What follows belongs to an exercise in optimizing a design on an open flow for small area, a short achievable clock period and few clock cycles per item; a production flow would make more cautious choices.
Function was checked by simulation only, so behaviour that the tests miss may differ from the original.
Power is estimated from default activity; no workload was simulated.

// preemptive_priority_scheduler_top
module preemptive_priority_scheduler_top
#(
    parameter int TASK_SLOTS = 16
) (
    input  logic      i_clk,
    input  logic      i_rst_n,
    input  logic      i_in_valid,
    output logic      o_in_ready,
    input  logic [44:0]  i_in_item,
    output logic         o_out_valid,
    input  logic         i_out_ready,
    output logic [166:0] o_out_item
);
Size in the first run: roughly 6,000 cells after synthesis, ~1,600 flip-flops, about 220 I/O pins.
clock: 6.0 ns
lec_check: 0
cap_margin: 20
core_margin: 2
core_utilization: 45
setup_slack_margin: 3.3
slew_margin: 20
tns_end_percent: 10
standard.sh (not shown) runs the stock make flow with config.mk's settings and CLKGATE_MAP_FILE= SYNTH_SCRIPT=/design/flow/synth_recipe.tcl, a recipe that flattens the netlist after the stock synthesis.
==> flow/flow/run.sh <==
#!/bin/bash
# Standard layout, with the port buffers made of plain buffers (buf_2, which
# the resizer may upsize) instead of the default delay-buffer cell.
set -e
export BUFFER_PORTS_ARGS="-buffer_cell sky130_fd_sc_hd__buf_2"
bash standard.sh > standard.log 2>&1
Testbench counts at the start, summed over its fixed seeds: cycles 12,832, items 8,334.
Edit:
==> flow/run.sh (new file) <==
#!/bin/bash
# synth_recipe.tcl (not shown) runs the flow's synth.tcl, then flattens the netlist and writes it again
# the make line also repeats each setting of config.mk as NAME=value (left out here)
make -C /OpenROAD-flow-scripts/flow DESIGN_CONFIG=/design/flow/config.mk WORK_HOME=/design/flow/orfs CLKGATE_MAP_FILE= SYNTH_SCRIPT=/design/flow/synth_recipe.tcl finish
removed: flow/flow/run.sh
removed: flow/standard.sh
- die area does not change
- cell area rose by 0.72%
- fmax barely changes
- via count fell by 0.74%
- worst setup slack degrades by 0.0035 ns
- non-clock buffer count fell by 72
- count of clock-buffer cells in the layout rose by 4
- critical path depth rose by 7
- wire length fell by 0.90%
- power rose by 0.74%
- synthesized cell count does not change
Edit:
--- a/flow/config.mk
+++ b/flow/config.mk
@@ -8 +8 @@
-export CAP_MARGIN = 20
+export CAP_MARGIN = 5
@@ -12 +12 @@
-export SLEW_MARGIN = 20
+export SLEW_MARGIN = 5
=>
- sequential power barely changes
- worst setup slack is better by 0.075 ns
- synthesized area is unchanged
- cell count barely changes
- count of clock-buffer cells in the layout shrinks by 10
- total power stays flat
- cell area barely changes
Edit:
--- a/flow/config.mk
+++ b/flow/config.mk
@@ -8 +8 @@
-export CAP_MARGIN = 5
+export CAP_MARGIN = 20
@@ -12,2 +12 @@
-export SLEW_MARGIN = 5
-export TNS_END_PERCENT = 10
+export SLEW_MARGIN = 20
After rerunning: The changed run completed with no timing, DRC or antenna violations; cell area is higher by about 5%; wire length rises by about 4%; die area stays the same.

Starting RTL as in the previous note.
Design preemptive_priority_scheduler_top, start of the top module:
module preemptive_priority_scheduler_top
#(
    parameter int TASK_SLOTS = 16
) (
    input  logic      i_clk,
    input  logic      i_rst_n,
    input  logic      i_in_valid,
    output logic      o_in_ready,
    input  logic [44:0]  i_in_item,
    output logic         o_out_valid,
    input  logic         i_out_ready,
    output logic [166:0] o_out_item
);
export LEC_CHECK = 0
export CAP_MARGIN = 5
export CORE_MARGIN = 2
export CORE_UTILIZATION = 45
export SETUP_SLACK_MARGIN = 2.9
export SLEW_MARGIN = 5
export TNS_END_PERCENT = 10
create_clock -name core_clock -period 6.0 [get_ports {i_clk}]
run.sh (not shown) runs the stock make flow with config.mk's settings and CLKGATE_MAP_FILE= SYNTH_SCRIPT=/design/flow/synth_recipe.tcl, a recipe that flattens the netlist after the stock synthesis.
Stock flow here: none of the scripts above is used.
Testbench counts at the start, summed over its fixed seeds: cycles 12,832, items 8,334.
Then changed:
--- a/flow/config.mk
+++ b/flow/config.mk
@@ -6,8 +6,8 @@
 export NUM_CORES = 4
 export LEC_CHECK = 0
-export CAP_MARGIN = 5
+export CAP_MARGIN = 20
 export CORE_MARGIN = 2
 export CORE_UTILIZATION = 45
-export SETUP_SLACK_MARGIN = 2.9
-export SLEW_MARGIN = 5
-export TNS_END_PERCENT = 10
+export SETUP_SLACK_MARGIN = 3.6
+export SLEW_MARGIN = 20
+export TNS_END_PERCENT = 5
Effect: The new run finished clean. Worst setup slack got worse by 0.013 ns. Global-route usage increases by 0.15 points. Power is higher by 2.5%. Area after synthesis is unchanged. Hold slack improves by 0.048 ns. Sequential power is about the same. Routed wire length goes up by 3.9%. Final area is higher by 4.7%.
Then changed:
--- a/flow/config.mk
+++ b/flow/config.mk
@@ -9,5 +9,5 @@
 export CORE_MARGIN = 2
 export CORE_UTILIZATION = 45
-export SETUP_SLACK_MARGIN = 3.6
+export SETUP_SLACK_MARGIN = 2.9
 export SLEW_MARGIN = 20
-export TNS_END_PERCENT = 5
+export TNS_END_PERCENT = 10
The changed run completed without violations.
Setup slack improves by 0.041 ns.
Combinational power went down by 8.8%.
Total power falls by 1.9%.
Sequential power stays flat.
Final area falls by 4.4%.
Worst hold slack is about the same.
Final cell count shrinks by 2.4%.
Die area is unchanged.
Then changed:
--- a/flow/config.mk
+++ b/flow/config.mk
@@ -9,5 +9,5 @@
 export CORE_MARGIN = 2
 export CORE_UTILIZATION = 45
-export SETUP_SLACK_MARGIN = 2.9
+export SETUP_SLACK_MARGIN = 2.7
 export SLEW_MARGIN = 20
 export TNS_END_PERCENT = 10
After rerunning:
- sequential power stays flat
- non-clock buffer count decreases by 71
- worst setup slack got worse by 0.064 ns
- utilization falls by 0.69 points

-- afterwards: timing with drivers on the ports --
No port has a modelled driver above. Below, the same layouts with a new extraction and two added sets of constraints. Step 1 (the two cells are an assumption about what drives the block):
set clk [get_ports {i_clk}]
set_driving_cell -lib_cell sky130_fd_sc_hd__clkbuf_16 $clk
set_driving_cell -lib_cell sky130_fd_sc_hd__buf_2 [delete_from_list [all_inputs] $clk]
Step 2 moves the port delays by t, midway between the first and last clock arrival at a register: inputs arrive t later, outputs are due t later. That takes back most of the time a late clock gives input paths. a / b / c = ideal / step 1 / step 2; a / b = the first two.
run	shift t [ns]	setup slack, ns	slew at the worst register clock pin (ns)	worst data-port slew with drivers (ns)
the first run of note 1	0.898	2.672 / 2.672 / 2.672	0.07 / 0.07	0.05
the second run of note 1	0.897	2.669 / 2.669 / 2.669	0.07 / 0.07	0.06
the third run of note 1	0.891	2.744 / 2.744 / 2.697	0.07 / 0.07	0.06
the fourth run of note 1	0.875	2.722 / 2.722 / 2.538	0.07 / 0.07	0.05
the first run of note 2	0.895	2.685 / 2.604 / 2.684	0.07 / 0.07	0.06
the second run of note 2	0.897	2.672 / 2.672 / 2.672	0.07 / 0.07	0.06
the third run of note 2	0.891	2.713 / 2.710 / 2.706	0.07 / 0.07	0.06
the fourth run of note 2	0.897	2.649 / 2.614 / 2.649	0.07 / 0.07	0.06
After both steps every run listed still meets setup and hold. For the fourth run of note 1, which loses most, drivers alone change the setup slack by 0.000 ns; drivers and shift together by -0.184 ns.
